Context: an optimization exercise on an open-source flow, tuned for a short achievable clock period and few clock cycles. The choices shown serve that exercise and are no tape-out recipe.
RTL that was checked went through simulation tests only; none was proved equivalent to the original.
Only the layout flow was run in run 1; the RTL was not checked for function there.
Power figures rest on the tool's default switching activity, not on a simulated workload.

==> design.v <==
module procTop #(
   parameter int imemAddrBits = 8
) (
   input  logic                    clk,
   input  logic                    rstN,
   input  logic                    run,
   input  logic                    progWe,
   input  logic [imemAddrBits-1:0] progAddr,
   input  logic [15:0]             progData,
   output logic                    wbCyc,
   output logic                    wbStb,
   output logic                    wbWe,
   output logic [15:0]             wbAdr,
   output logic [15:0]             wbDatO,
   input  logic [15:0]             wbDatI,
   input  logic                    wbAck,
   output logic                    halted,
   output logic                    err
);
   localparam int QD = 4;    
   localparam logic [3:0] OP_HALT = 4'h0;
   localparam logic [3:0] OP_NOP  = 4'h1;
   localparam logic [3:0] OP_ADD  = 4'h2;
   localparam logic [3:0] OP_SUB  = 4'h3;
   localparam logic [3:0] OP_AND  = 4'h4;
   localparam logic [3:0] OP_XOR  = 4'h5;
   localparam logic [3:0] OP_ADDI = 4'h6;
   localparam logic [3:0] OP_LD   = 4'h7;
   localparam logic [3:0] OP_ST   = 4'h8;
   localparam logic [3:0] OP_BEQZ = 4'h9;
   localparam logic [1:0] ALU_ADD = 2'd0;
   localparam logic [1:0] ALU_SUB = 2'd1;
   localparam logic [1:0] ALU_AND = 2'd2;
   localparam logic [1:0] ALU_XOR = 2'd3;
   logic [15:0] imI [0:255];
   logic [7:0]  imT [0:255];
   logic        pW;
   logic [7:0]  pA;
   logic [15:0] pD;
   always_ff @(posedge clk) begin
      pW <= progWe;
      pA <= progAddr;
      pD <= progData;
   end
   always_ff @(posedge clk) begin
      if (pW) begin
         imI[pA] <= pD;
         imT[pA] <= pA + 8'd1 + {{2{pD[5]}}, pD[5:0]};
      end
   end
   logic [7:0]  pc;           
   logic        fdV;
   logic [15:0] fdI;
   logic [7:0]  fdT;
   logic        stopped;
   logic        xV, xWr, xMem, xSt, xSub;
   logic        xWA, xWB, xWS;         
   logic [2:0]  xTA, xTB, xTS;         
   logic [1:0]  xOp;
   logic [2:0]  xDest;
   logic [15:0] xA, xB, xS;
   logic [15:0] regs [0:7];
   logic [7:0]  regZ;
   logic [7:0]  busy;
   logic        ldV;
   logic [2:0]  ldDest;
   logic [15:0] ldData;
   logic        busCyc, busWe, busLd;
   logic [15:0] busAdr, busDat;
   logic [2:0]  busDest;
   logic        qWe   [0:QD-1];
   logic        qP    [0:QD-1];        
   logic [2:0]  qTg   [0:QD-1];
   logic [15:0] qAdr  [0:QD-1];
   logic [15:0] qDat  [0:QD-1];
   logic [2:0]  qDest [0:QD-1];
   logic [1:0]  qHead, qTail;
   logic [2:0]  qCnt;
   logic        hp, hpErr;
   logic [3:0]  op;
   logic [2:0]  fA, fB, fC;
   logic [15:0] imm;
   logic        dAlu, dRR, dLd, dSt, dBr, dHalt, dIll, dWr, dMem;
   logic        rdA, rdB, rdC;
   logic        stall, go, taken;
   assign op  = fdI[15:12];
   assign fA  = fdI[11:9];
   assign fB  = fdI[8:6];
   assign fC  = fdI[5:3];
   assign imm = {{10{fdI[5]}}, fdI[5:0]};
   assign dRR   = (op == OP_ADD) || (op == OP_SUB) || (op == OP_AND) || (op == OP_XOR);
   assign dAlu  = dRR || (op == OP_ADDI);
   assign dLd   = (op == OP_LD);
   assign dSt   = (op == OP_ST);
   assign dBr   = (op == OP_BEQZ);
   assign dIll  = (op >= 4'd10);
   assign dHalt = (op == OP_HALT) || dIll;
   assign dWr   = dAlu || dLd;
   assign dMem  = dLd || dSt;
   assign rdA   = dSt || dBr;
   assign rdB   = dAlu || dMem;
   assign rdC   = dRR;
   logic xWait, ackLd;
   assign xWait = xV && (xWA || xWB);
   assign ackLd = busCyc && wbAck && busLd;
   assign stall = fdV && (xWait || (dBr && busy[fA]) || (dWr && busy[fA]) ||
                          (dMem && ({1'b0, qCnt} + {3'b0, xV && xMem} >= 4'(QD))));
   assign go    = fdV && !stall;
   logic [15:0] xSum, xRes;
   logic        xZero;
   logic        xWrEn;
   assign xSum = xA + (xB ^ {16{xSub}}) + {15'd0, xSub};
   always_comb begin
      case (xOp)
         ALU_AND: xRes = xA & xB;
         ALU_XOR: xRes = xA ^ xB;
         default: xRes = xSum;
      endcase
   end
   always_comb begin
      case (xOp)
         ALU_ADD: xZero = ((xA ^ xB) == {(xA[14:0] | xB[14:0]), 1'b0});
         ALU_AND: xZero = ((xA & xB) == 16'd0);
         default: xZero = (xA == xB);
      endcase
   end
   logic xExec;
   assign xExec = xV && !xWA && !xWB;
   assign xWrEn = xExec && xWr;
   logic        fxA, fxB, fxC, flA, flB, flC;
   logic [15:0] vA, vB, vC;
   logic        zA;
   assign fxA = xWrEn && (xDest == fA);
   assign fxB = xWrEn && (xDest == fB);
   assign fxC = xWrEn && (xDest == fC);
   assign flA = ldV && (ldDest == fA);
   assign flB = ldV && (ldDest == fB);
   assign flC = ldV && (ldDest == fC);
   assign vA = fxA ? xRes : flA ? ldData : regs[fA];
   assign vB = fxB ? xRes : flB ? ldData : regs[fB];
   assign vC = fxC ? xRes : flC ? ldData : regs[fC];
   assign zA = fxA ? xZero : flA ? (ldData == 16'd0) : regZ[fA];
   assign taken = go && dBr && zA;
   logic [15:0] p1I, p2I;
   logic [7:0]  p1T, p2T;
   always_comb begin
      p1I = '0;
      p1T = '0;
      p2I = '0;
      p2T = '0;
      for (int i = 0; i < 256; i++) begin
         p1I = p1I | ({16{pc  == 8'(i)}} & imI[i]);
         p1T = p1T | ({8{pc  == 8'(i)}}  & imT[i]);
         p2I = p2I | ({16{fdT == 8'(i)}} & imI[i]);
         p2T = p2T | ({8{fdT == 8'(i)}}  & imT[i]);
      end
   end
   always_ff @(posedge clk) begin
      if (!rstN) begin
         pc      <= '0;
         fdV     <= 1'b0;
         fdI     <= '0;
         fdT     <= '0;
         stopped <= 1'b0;
      end else if (stopped) begin
         fdV <= 1'b0;
      end else if (fdV && stall) begin
      end else if (fdV && dHalt) begin
         stopped <= 1'b1;
         fdV     <= 1'b0;
      end else if (taken) begin
         fdI <= p2I;
         fdT <= p2T;
         fdV <= run && !pW;
         pc  <= (run && !pW) ? fdT + 8'd1 : fdT;
      end else begin
         fdI <= p1I;
         fdT <= p1T;
         fdV <= run && !pW;
         pc  <= (run && !pW) ? pc + 8'd1 : pc;
      end
   end
   logic ackA, ackB, ackS, ackXA, ackXB, ackXS;
   assign ackA  = ackLd && (busDest == fA);
   assign ackB  = ackLd && (busDest == fB);
   assign ackS  = ackLd && (busDest == fC);
   assign ackXA = ackLd && (busDest == xTA);
   assign ackXB = ackLd && (busDest == xTB);
   assign ackXS = ackLd && (busDest == xTS);
   always_ff @(posedge clk) begin
      if (!rstN) begin
         xV    <= 1'b0;
         xWr   <= 1'b0;
         xMem  <= 1'b0;
         xSt   <= 1'b0;
         xSub  <= 1'b0;
         xOp   <= ALU_ADD;
         xDest <= '0;
         xA    <= '0;
         xB    <= '0;
         xS    <= '0;
         xWA   <= 1'b0;
         xWB   <= 1'b0;
         xWS   <= 1'b0;
         xTA   <= '0;
         xTB   <= '0;
         xTS   <= '0;
      end else if (xWait) begin
         if (xWA && ackXA) begin
            xA  <= wbDatI;
            xWA <= 1'b0;
         end
         if (xWB && ackXB) begin
            xB  <= wbDatI;
            xWB <= 1'b0;
         end
         if (xWS && ackXS) begin
            xS  <= wbDatI;
            xWS <= 1'b0;
         end
      end else begin
         xV    <= go && (dAlu || dMem);
         xWr   <= dAlu;
         xMem  <= dMem;
         xSt   <= dSt;
         xSub  <= (op == OP_SUB);
         xOp   <= (op == OP_SUB) ? ALU_SUB : (op == OP_AND) ? ALU_AND :
                  (op == OP_XOR) ? ALU_XOR : ALU_ADD;
         xDest <= fA;
         xTA   <= fB;
         xTB   <= fC;
         xTS   <= fA;
         xA    <= (busy[fB] && ackB) ? wbDatI : vB;
         xWA   <= rdB && busy[fB] && !ackB;
         xB    <= dRR ? ((busy[fC] && ackS) ? wbDatI : vC) : imm;
         xWB   <= rdC && busy[fC] && !ackS;
         xS    <= (busy[fA] && ackA) ? wbDatI : vA;
         xWS   <= dSt && busy[fA] && !ackA;
      end
   end
   always_ff @(posedge clk) begin
      if (!rstN) begin
         for (int i = 0; i < 8; i++) regs[i] <= '0;
         regZ <= '1;
      end else begin
         if (ldV) begin
            regs[ldDest] <= ldData;
            regZ[ldDest] <= (ldData == 16'd0);
         end
         if (xWrEn) begin
            regs[xDest] <= xRes;
            regZ[xDest] <= xZero;
         end
      end
   end
   logic xPush, done, busFree, qPop, qPush;
   assign xPush   = xExec && xMem;
   assign done    = busCyc && wbAck;
   assign busFree = !busCyc || done;
   assign qPop    = busFree && (qCnt != 3'd0);
   assign qPush   = xPush && !(busFree && (qCnt == 3'd0));
   always_ff @(posedge clk) begin
      if (!rstN) begin
         busCyc <= 1'b0;
         qHead  <= '0;
         qTail  <= '0;
         qCnt   <= '0;
      end else begin
         if (busFree) begin
            if (qCnt != 3'd0) begin
               busCyc <= 1'b1;
               qHead  <= qHead + 2'd1;
            end else begin
               busCyc <= xPush;
            end
         end
         if (qPush) qTail <= qTail + 2'd1;
         qCnt <= qCnt + {2'b0, qPush} - {2'b0, qPop};
      end
   end
   always_ff @(posedge clk) begin
      if (!rstN) begin
         busWe   <= 1'b0;
         busLd   <= 1'b0;
         busAdr  <= '0;
         busDat  <= '0;
         busDest <= '0;
      end else if (busFree) begin
         if (qCnt != 3'd0) begin
            busWe   <= qWe[qHead];
            busLd   <= !qWe[qHead];
            busAdr  <= qAdr[qHead];
            busDat  <= qP[qHead] ? wbDatI : qDat[qHead];
            busDest <= qDest[qHead];
         end else begin
            busWe   <= xSt;
            busLd   <= !xSt;
            busAdr  <= xSum;
            busDat  <= xWS ? wbDatI : xS;
            busDest <= xDest;
         end
      end
   end
   always_ff @(posedge clk) begin
      for (int i = 0; i < QD; i++) begin
         if (qP[i] && ackLd && busDest == qTg[i]) begin
            qDat[i] <= wbDatI;
            qP[i]   <= 1'b0;
         end
      end
      if (qPush) begin
         qWe[qTail]   <= xSt;
         qAdr[qTail]  <= xSum;
         qDat[qTail]  <= xWS ? wbDatI : xS;
         qP[qTail]    <= xWS && !ackXS;
         qTg[qTail]   <= xTS;
         qDest[qTail] <= xDest;
      end
   end
   always_ff @(posedge clk) begin
      if (!rstN) begin
         ldV <= 1'b0;
      end else begin
         ldV <= done && busLd;
      end
      if (done && busLd) begin
         ldData <= wbDatI;
         ldDest <= busDest;
      end
   end
   always_ff @(posedge clk) begin
      if (!rstN) begin
         busy <= '0;
      end else begin
         for (int i = 0; i < 8; i++) begin
            if (go && dLd && fA == 3'(i)) busy[i] <= 1'b1;
            else if (done && busLd && busDest == 3'(i)) busy[i] <= 1'b0;
         end
      end
   end
   assign wbCyc  = busCyc;
   assign wbStb  = busCyc;
   assign wbWe   = busWe;
   assign wbAdr  = busAdr;
   assign wbDatO = busDat;
   logic hAny, hErr, memIdle;
   assign hAny    = hp || (fdV && dHalt);
   assign hErr    = hp ? hpErr : dIll;
   assign memIdle = !(xV && xMem) && (qCnt == 3'd0) && busFree;
   always_ff @(posedge clk) begin
      if (!rstN) begin
         hp     <= 1'b0;
         hpErr  <= 1'b0;
         halted <= 1'b0;
         err    <= 1'b0;
      end else begin
         if (fdV && dHalt && !stopped) begin
            hp    <= 1'b1;
            hpErr <= dIll;
         end
         if (!halted && hAny && memIdle) begin
            halted <= 1'b1;
            err    <= hErr;
         end
      end
   end
endmodule
==> run.sh <==
#!/bin/bash
# synth_recipe.tcl (not shown) runs the flow's synth.tcl, then flattens the netlist and writes it again
# the make line also repeats each setting of config.mk as NAME=value (left out here)
make -C /OpenROAD-flow-scripts/flow DESIGN_CONFIG=/design/flow/config.mk WORK_HOME=/design/flow/orfs CLKGATE_MAP_FILE= SYNTH_SCRIPT=/design/flow/synth_recipe.tcl finish
==> config.mk <==
export PLATFORM = sky130hd
export DESIGN_NAME = procTop
export DESIGN_NICKNAME = procTop
export VERILOG_FILES = /design/flow/design.v
export SDC_FILE = /design/flow/constraint.sdc
export NUM_CORES = 4
export LEC_CHECK = 0
export ABC_CLOCK_PERIOD_IN_PS = 2800
export CAP_MARGIN = 20
export CORE_MARGIN = 2
export CORE_UTILIZATION = 50
export PLACE_DENSITY = 0.65
export SETUP_SLACK_MARGIN = 3.7
export SLEW_MARGIN = 20
export TNS_END_PERCENT = 100
==> constraint.sdc <==
create_clock -name core_clock -period 6.5 [get_ports {clk}]
set_input_delay 1.3000 -clock core_clock [delete_from_list [all_inputs] [get_ports {clk}]]
set_output_delay 1.3000 -clock core_clock [all_outputs]
set_load 0.01 [all_outputs]
==> results.sh, run 1 <==
export IMPL_run_status="did not finish"
export IMPL_synthCells=21900
export IMPL_first_error="[ERROR GRT-0116] Global routing finished with congestion. Check the congestion regions in the DRC Viewer."
export IMPL_io_buffer_count=81
export IMPL_io_pin_count=82
export IMPL_stop_stage="5_1_grt"
export IMPL_synth_edf_count=6439
export IMPL_ys_seq_area_frac=0.671
export IMPL_grt_first_pass_wirelength_mm=4680
export IMPL_synth_seq_cells=6642
export IMPL_dpl_instance_area_um2=324000
export IMPL_synth_avg_cell_area_um2=13.4
export IMPL_start_util=0.502
export IMPL_cts_sinks=6642
export IMPL_synthArstFlopShare=0
export IMPL_grt_pass1_vias=355000
export IMPL_synth_cell_type_count=88
export IMPL_dieHeight_um=771
export IMPL_clock_path_buffers=4
export IMPL_gp_congestion=1.92
export IMPL_synth_warnings=1
export IMPL_grt_max_degree=257
export IMPL_synth_area_um2=294000
export IMPL_htreeDepth=6
export IMPL_place_ws_ps=992
export IMPL_dp_hpwl_mm=2120
export IMPL_std_cell_rows=281
export IMPL_cts_buffers_inserted=680
export IMPL_synth_nets=22000
export IMPL_synth_ff_type="edfxtp_1"
export IMPL_placed_cells=30000
export IMPL_grt_overflow_total=137000
export IMPL_grtUsageTotal=1.25
export IMPL_die_x_um=771
export IMPL_cts_root_buf="clkbuf_16"
## synth_stat cells (30+ instances only)
cell type | n | area (um2)
edfxtp_1 | 6439 | 193000
a22oi_1 | 3485 | 26200
nand3_1 | 2026 | 10100
clkbuf_1 | 1472 | 5530
and3_1 | 1228 | 7680
nor2_1 | 983 | 3690
nand4_1 | 787 | 4920
nand2_1 | 747 | 2800
a22o_1 | 439 | 3840
a2111oi_0 | 402 | 3520
nor4_1 | 348 | 2180
a21oi_1 | 332 | 1660
o21ai_0 | 264 | 1320
o22ai_1 | 249 | 1560
a222oi_1 | 221 | 2210
buf_2 | 207 | 1040
dfxtp_1 | 203 | 4060
buf_1 | 183 | 687
or4_1 | 152 | 1140
mux4_2 | 144 | 3240
a221oi_1 | 142 | 1240
a32oi_1 | 142 | 1240
nor3_1 | 132 | 661
o211ai_1 | 103 | 773
mux2i_1 | 95 | 951
mux2_2 | 92 | 1040
inv_1 | 79 | 297
ha_1 | 73 | 913
xor2_1 | 62 | 543
and4_1 | 54 | 473
o22a_1 | 54 | 473
xnor2_1 | 47 | 412
o221ai_1 | 38 | 333
a32o_1 | 30 | 300
## worst max-delay path by stage
stage,to,startpoint,cells past startpoint
CTS,fdT[1]$_SDFFE_PN0P_,fdT[0]$_SDFFE_PN0P_,13
detailed placement,fdT[1]$_SDFFE_PN0P_,fdT[0]$_SDFFE_PN0P_,9
global placement,flip-flop,fdT[0]$_SDFFE_PN0P_,10
floorplan,imT[0][7]$_DFFE_PP_,pD[0]$_DFF_P_,10
## repair_timing
action | 4_1_cts
hold buffers | 0
setup buffers | 1802
pin swaps | 825
gates resized for setup | 2865
endpoints found under the setup margin | 7960
gates cloned | 185
## kinds of logic after synthesis
logic type               synth area share
adder cells (fa/ha/maj)           0.00331
buffers and inverters              0.0263
AND/OR/NAND/NOR                     0.121
multiplexers                       0.0178
AO/OA/AOI/OAI                       0.158
XOR/XNOR                          0.00324
flip-flops                          0.671
## metal layers
metal,overflow,track usage
met3,15200,1.06
met1,42100,1.23
met4,10400,1.07
met5,1473,0.953
met2,68200,1.51
## power groups by stage
stage / sequential (mW) / clock, mW / combinational [mW]
floorplan: 49.3 / 0 / 2.72
global placement: 49.3 / 0 / 6.03
detailed placement: 49.3 / 0 / 6.09
CTS: 48.4 / 40.7 / 8.42
==> run 2: changes to the inputs <==
--- a/design.v
+++ b/design.v
@@ -36,14 +36,6 @@
    logic [7:0]  imT [0:255];
-   logic        pW;
-   logic [7:0]  pA;
-   logic [15:0] pD;
    always_ff @(posedge clk) begin
-      pW <= progWe;
-      pA <= progAddr;
-      pD <= progData;
-   end
-   always_ff @(posedge clk) begin
-      if (pW) begin
-         imI[pA] <= pD;
-         imT[pA] <= pA + 8'd1 + {{2{pD[5]}}, pD[5:0]};
+      if (progWe) begin
+         imI[progAddr] <= progData;
+         imT[progAddr] <= progAddr + 8'd1 + {{2{progData[5]}}, progData[5:0]};
       end
@@ -56,4 +48,2 @@
    logic        xV, xWr, xMem, xSt, xSub;
-   logic        xWA, xWB, xWS;         
-   logic [2:0]  xTA, xTB, xTS;         
    logic [1:0]  xOp;
@@ -71,4 +61,2 @@
    logic        qWe   [0:QD-1];
-   logic        qP    [0:QD-1];        
-   logic [2:0]  qTg   [0:QD-1];
    logic [15:0] qAdr  [0:QD-1];
@@ -102,6 +90,4 @@
    assign rdC   = dRR;
-   logic xWait, ackLd;
-   assign xWait = xV && (xWA || xWB);
-   assign ackLd = busCyc && wbAck && busLd;
-   assign stall = fdV && (xWait || (dBr && busy[fA]) || (dWr && busy[fA]) ||
+   assign stall = fdV && ((rdA && busy[fA]) || (rdB && busy[fB]) || (rdC && busy[fC]) ||
+                          (dWr && busy[fA]) ||
                           (dMem && ({1'b0, qCnt} + {3'b0, xV && xMem} >= 4'(QD))));
@@ -126,5 +112,3 @@
    end
-   logic xExec;
-   assign xExec = xV && !xWA && !xWB;
-   assign xWrEn = xExec && xWr;
+   assign xWrEn = xV && xWr;
    logic        fxA, fxB, fxC, flA, flB, flC;
@@ -145,14 +129,6 @@
    logic [7:0]  p1T, p2T;
-   always_comb begin
-      p1I = '0;
-      p1T = '0;
-      p2I = '0;
-      p2T = '0;
-      for (int i = 0; i < 256; i++) begin
-         p1I = p1I | ({16{pc  == 8'(i)}} & imI[i]);
-         p1T = p1T | ({8{pc  == 8'(i)}}  & imT[i]);
-         p2I = p2I | ({16{fdT == 8'(i)}} & imI[i]);
-         p2T = p2T | ({8{fdT == 8'(i)}}  & imT[i]);
-      end
-   end
+   assign p1I = imI[pc];
+   assign p1T = imT[pc];
+   assign p2I = imI[fdT];
+   assign p2T = imT[fdT];
    always_ff @(posedge clk) begin
@@ -173,4 +149,4 @@
          fdT <= p2T;
-         fdV <= run && !pW;
-         pc  <= (run && !pW) ? fdT + 8'd1 : fdT;
+         fdV <= run;
+         pc  <= run ? fdT + 8'd1 : fdT;
       end else begin
@@ -178,13 +154,6 @@
          fdT <= p1T;
-         fdV <= run && !pW;
-         pc  <= (run && !pW) ? pc + 8'd1 : pc;
+         fdV <= run;
+         pc  <= run ? pc + 8'd1 : pc;
       end
    end
-   logic ackA, ackB, ackS, ackXA, ackXB, ackXS;
-   assign ackA  = ackLd && (busDest == fA);
-   assign ackB  = ackLd && (busDest == fB);
-   assign ackS  = ackLd && (busDest == fC);
-   assign ackXA = ackLd && (busDest == xTA);
-   assign ackXB = ackLd && (busDest == xTB);
-   assign ackXS = ackLd && (busDest == xTS);
    always_ff @(posedge clk) begin
@@ -201,21 +170,2 @@
          xS    <= '0;
-         xWA   <= 1'b0;
-         xWB   <= 1'b0;
-         xWS   <= 1'b0;
-         xTA   <= '0;
-         xTB   <= '0;
-         xTS   <= '0;
-      end else if (xWait) begin
-         if (xWA && ackXA) begin
-            xA  <= wbDatI;
-            xWA <= 1'b0;
-         end
-         if (xWB && ackXB) begin
-            xB  <= wbDatI;
-            xWB <= 1'b0;
-         end
-         if (xWS && ackXS) begin
-            xS  <= wbDatI;
-            xWS <= 1'b0;
-         end
       end else begin
@@ -229,11 +179,5 @@
          xDest <= fA;
-         xTA   <= fB;
-         xTB   <= fC;
-         xTS   <= fA;
-         xA    <= (busy[fB] && ackB) ? wbDatI : vB;
-         xWA   <= rdB && busy[fB] && !ackB;
-         xB    <= dRR ? ((busy[fC] && ackS) ? wbDatI : vC) : imm;
-         xWB   <= rdC && busy[fC] && !ackS;
-         xS    <= (busy[fA] && ackA) ? wbDatI : vA;
-         xWS   <= dSt && busy[fA] && !ackA;
+         xA    <= vB;
+         xB    <= dRR ? vC : imm;
+         xS    <= vA;
       end
@@ -256,3 +200,3 @@
    logic xPush, done, busFree, qPop, qPush;
-   assign xPush   = xExec && xMem;
+   assign xPush   = xV && xMem;
    assign done    = busCyc && wbAck;
@@ -281,9 +225,3 @@
    always_ff @(posedge clk) begin
-      if (!rstN) begin
-         busWe   <= 1'b0;
-         busLd   <= 1'b0;
-         busAdr  <= '0;
-         busDat  <= '0;
-         busDest <= '0;
-      end else if (busFree) begin
+      if (busFree) begin
          if (qCnt != 3'd0) begin
@@ -292,3 +230,3 @@
             busAdr  <= qAdr[qHead];
-            busDat  <= qP[qHead] ? wbDatI : qDat[qHead];
+            busDat  <= qDat[qHead];
             busDest <= qDest[qHead];
@@ -298,3 +236,3 @@
             busAdr  <= xSum;
-            busDat  <= xWS ? wbDatI : xS;
+            busDat  <= xS;
             busDest <= xDest;
@@ -302,10 +240,2 @@
       end
-   end
-   always_ff @(posedge clk) begin
-      for (int i = 0; i < QD; i++) begin
-         if (qP[i] && ackLd && busDest == qTg[i]) begin
-            qDat[i] <= wbDatI;
-            qP[i]   <= 1'b0;
-         end
-      end
       if (qPush) begin
@@ -313,5 +243,3 @@
          qAdr[qTail]  <= xSum;
-         qDat[qTail]  <= xWS ? wbDatI : xS;
-         qP[qTail]    <= xWS && !ackXS;
-         qTg[qTail]   <= xTS;
+         qDat[qTail]  <= xS;
          qDest[qTail] <= xDest;
@@ -348,3 +276,3 @@
    assign hErr    = hp ? hpErr : dIll;
-   assign memIdle = !(xV && xMem) && (qCnt == 3'd0) && busFree;
+   assign memIdle = !xPush && (qCnt == 3'd0) && busFree;
    always_ff @(posedge clk) begin
--- a/config.mk
+++ b/config.mk
@@ -7,8 +7,8 @@
 export LEC_CHECK = 0
-export ABC_CLOCK_PERIOD_IN_PS = 2800
+export ABC_CLOCK_PERIOD_IN_PS = 2200
 export CAP_MARGIN = 20
 export CORE_MARGIN = 2
-export CORE_UTILIZATION = 50
-export PLACE_DENSITY = 0.65
-export SETUP_SLACK_MARGIN = 3.7
+export CORE_UTILIZATION = 35
+export PLACE_DENSITY = 0.6
+export SETUP_SLACK_MARGIN = 4.3
 export SLEW_MARGIN = 20
==> results.sh, run 2 <==
export IMPL_cp_required_ps=7540
export IMPL_dieArea_um2=885000
export IMPL_start_util=0.350
export IMPL_wire_per_inst_um=46.3
export IMPL_arrival_ps=5080
export IMPL_first_iter_violations=38800
export IMPL_cts_tree="done"
export IMPL_end_kind="flip-flop"
export IMPL_die_x_um=940
export IMPL_wl_met3_mm=233
export IMPL_synth_area_um2=307000
export IMPL_ant_nets=0
export IMPL_hold_path_depth=1
export IMPL_synth_nets=16300
export IMPL_synth_avg_cell_area_um2=18.9
export IMPL_io_pin_count=82
export IMPL_detail_route_wirelength_mm=1410
export IMPL_tightest_slew_ps=1370
export IMPL_min_delay_start="progData[0]"
export IMPL_io_buffer_count=81
export IMPL_cts_buffers_inserted=686
export IMPL_wl_met1_mm=461
export IMPL_r2r_cells=12
export IMPL_pwr_share_comb=0.227
export IMPL_finalSetupViolations=0
export IMPL_top_regs="imI (4096), imT (2048), regs (128)"
export IMPL_post_route_period_util=0.623
export IMPL_synth_warnings=1
export IMPL_largest_register="imI"
export IMPL_worstPathMaxFanout=52
export IMPL_ir_drop_mv=0.305
export IMPL_p_leak_nw=119
export IMPL_synth_cell_type_count=83
export IMPL_power_frac_seq=0.424
export IMPL_ys_seq_area_frac=0.642
export IMPL_drcViolationCount=0
export IMPL_holdWs_ps=483
export IMPL_cap_violations=0
export IMPL_maxSlewViolCount=0
export IMPL_clkPwrFrac=0.349
export IMPL_largest_reg_flops=4096
export IMPL_run_status="no timing/DRC/antenna violations"
export IMPL_reg2reg_to="fdI[6]$_SDFFE_PN0P_"
export IMPL_critPathKind="flip-flop to flip-flop"
export IMPL_timing_fmax_mhz=247
export IMPL_synthArstFlopShare=0
export IMPL_grt_first_pass_wirelength_mm=1800
export IMPL_grt_pass1_vias=190000
export IMPL_grtUsageTotal=0.302
export IMPL_fin_skew_ps=149
export IMPL_highest_layer="met5"
export IMPL_synthTopCellsByCount="edfxtp_1 (6,472), mux4_2 (2,978), mux2i_1 (988)"
export IMPL_setup_tns_ps=0
export IMPL_p_per_area_nw_per_um2=297
export IMPL_wl_met2_mm=586
export IMPL_htreeDepth=6
export IMPL_synth_ff_type="edfxtp_1"
export IMPL_post_route_min_period_ps=4050
export IMPL_nets=18300
export IMPL_slew_headroom=0.0808
export IMPL_clock_path_buffers=4
export IMPL_std_cell_rows=344
export IMPL_cts_root_buf="clkbuf_16"
export IMPL_via_per_inst=6.78
export IMPL_synth_top_cell_area_share=0.633
export IMPL_final_util=0.438
export IMPL_dp_hpwl_mm=857
export IMPL_dieHeight_um=940
export IMPL_layout_common_cells="edfxtp_1 (6,472), mux4_2 (2,978), buf_4 (1,159), mux2i_1 (896), clkbuf_16 (754)"
export IMPL_synthCells=16200
export IMPL_num_vias=207000
export IMPL_grt_max_degree=177
export IMPL_finalWorstSetupSlack_ps=2450
export IMPL_ff2ff_setup_slack_ps=2450
export IMPL_p_int_mw=79.9
export IMPL_coreArea_um2=876000
export IMPL_area_growth_pct=25.1
export IMPL_yosys_area_top_type="edfxtp_1"
export IMPL_place_ws_ps=1090
export IMPL_grt_overflow_total=0
export IMPL_synth_edf_count=6472
export IMPL_p_sw_mw=34.1
export IMPL_yosysMostFrequentCell="edfxtp_1"
export IMPL_drive_gt1_frac=0.425
export IMPL_hold_path_class="input pin to flip-flop"
export IMPL_cp_start_kind="flip-flop"
export IMPL_antenna_found_initial=164
export IMPL_synth_area_leaders="edfxtp_1 (63%), mux4_2 (22%), mux2i_1 (3.2%)"
export IMPL_cts_sinks=6614
export IMPL_synth_seq_cells=6614
export IMPL_switching_share=0.299
export IMPL_rsz0062_at_grt="true"
export IMPL_hold_viol_final=0
export IMPL_drtPass1Iterations=9
export IMPL_final_common_cell="edfxtp_1"
export IMPL_gp_congestion=1.06
export IMPL_min_to="imI[84][0]$_DFFE_PP_"
export IMPL_clock_latency_ps=1250
export IMPL_path_clk_slew_ps=70
run 2: worst max-delay path by stage:
stage | endpoint | slack [ps] | depth (start not counted) | from
floorplan | imT[0][7]$_DFFE_PP_ | 910 | 11 | progAddr[0]
global placement | flip-flop | 780 | 13 | flip-flop
detailed placement | imI[31][1]$_DFFE_PP_ | 1090 | 6 | progAddr[3]
CTS | fdI[6]$_SDFFE_PN0P_ | 2750 | 13 | flip-flop
global route | fdI[1]$_SDFFE_PN0P_ | 2640 | 12 | flip-flop
finish | fdI[6]$_SDFFE_PN0P_ | 2450 | 12 | flip-flop
run 2: through the flow:
stage / total power [mW] / cells / area, um2
2_1_floorplan: 58.5 / 16200 / 307000
3_3_place_gp: 67.1 / 27600 / 328000
3_5_place_dp: 67.2 / 27600 / 329000
4_1_cts: 111 / 29900 / 374000
5_1_grt: 115 / 30400 / 384000
6_report: 114 / 30500 / 384000
run 2: power groups by stage:
stage | sequential [mW] | clock, mW | combinational, mW
after detailed placement | 49.3 | 0 | 17.9
final | 48.3 | 39.8 | 25.9
after global routing | 48.3 | 41.3 | 25.6
after floorplan | 49.1 | 0 | 9.43
after CTS | 48.3 | 39.7 | 23.2
after global placement | 49.3 | 0 | 17.8
run 2: layout make-up:
| type | instances | area [um2] |
|---|---|---|
| Clock inverter | 403 | 4010 |
| Sequential cell | 6614 | 197000 |
| Multi-Input combinational cell | 8271 | 114000 |
| Antenna cell | 116 | 290 |
| Fill cell | 74200 | 492000 |
| Inverter | 64 | 293 |
| Tap cell | 11600 | 14500 |
| Clock buffer | 864 | 18000 |
| Timing Repair inverter | 1 | 5.00 |
| Timing Repair Buffer | 2529 | 35800 |
run 2: what timing repair did:
action,CTS,global route
hold buffers,0,0
setup buffers,671,413
resized for setup,2171,915
pin swaps,384,304
endpoints found under the setup margin,8944,5213
gates cloned,347,69
run 2: cell families (layout without fill, tap and decap cells):
logic type,after synthesis,in the layout,synth area share
XOR/XNOR,80,80,0.00228
buffers and inverters,1417,3861,0.0206
multiplexers,4037,4037,0.253
other,0,116,0
AND/OR/NAND/NOR,1752,1851,0.0268
AO/OA/AOI/OAI,2231,2231,0.0516
adder cells (fa/ha/maj),72,72,0.00301
flip-flops,6614,6614,0.642
run 2: worst max-delay path, stage by stage, from the launching register on:
cell,delay [ps]
dfxtp_4,370
buf_12,180
buf_6,220
buf_6,250
buf_16,330
mux2i_1,240
a22oi_1,100
a21oi_1,1050
nor4_1,100
o211ai_1,580
a211oi_1,90
nor2_1,130
nor4_1,60
run 2: routing by layer:
| metal | track usage | vias to the layer above |
|---|---|---|
| li1 | - | 74400 |
| met1 | 0.369 | 109000 |
| met2 | 0.427 | 18900 |
| met3 | 0.137 | 4170 |
| met4 | 0.208 | 110 |
| met5 | 0.0127 | - |
Testbench counts of run 2, summed over its fixed seeds: cycles 23,114.

-- re-timing with driven ports --
Ports are ideal in the flow. The routed layout listed here was re-timed in OpenROAD. Step 1 sets driving cells, clkbuf_16 on the clock port and buf_2 on the other inputs (assumed; they add their load-dependent delay and slew). Step 2, shift: input delay + t, output delay - t, t = (earliest + latest rising clock arrival at the registers) / 2. This alone moves slack from input paths to output paths. Slacks: no drivers / after step 1 / after step 2; pairs: no drivers / after step 1.
run: run 2
t, ns: 1.328
slack for setup (ns): 2.452 / 2.452 / 2.047
worst hold slack (ns): 0.483 / 0.426 / 0.490
pins driven straight from the clock port: 1
After both steps setup and hold are still met in run 2. For run 2, drivers alone change the setup slack by 0.000 ns; drivers and shift together by -0.405 ns.
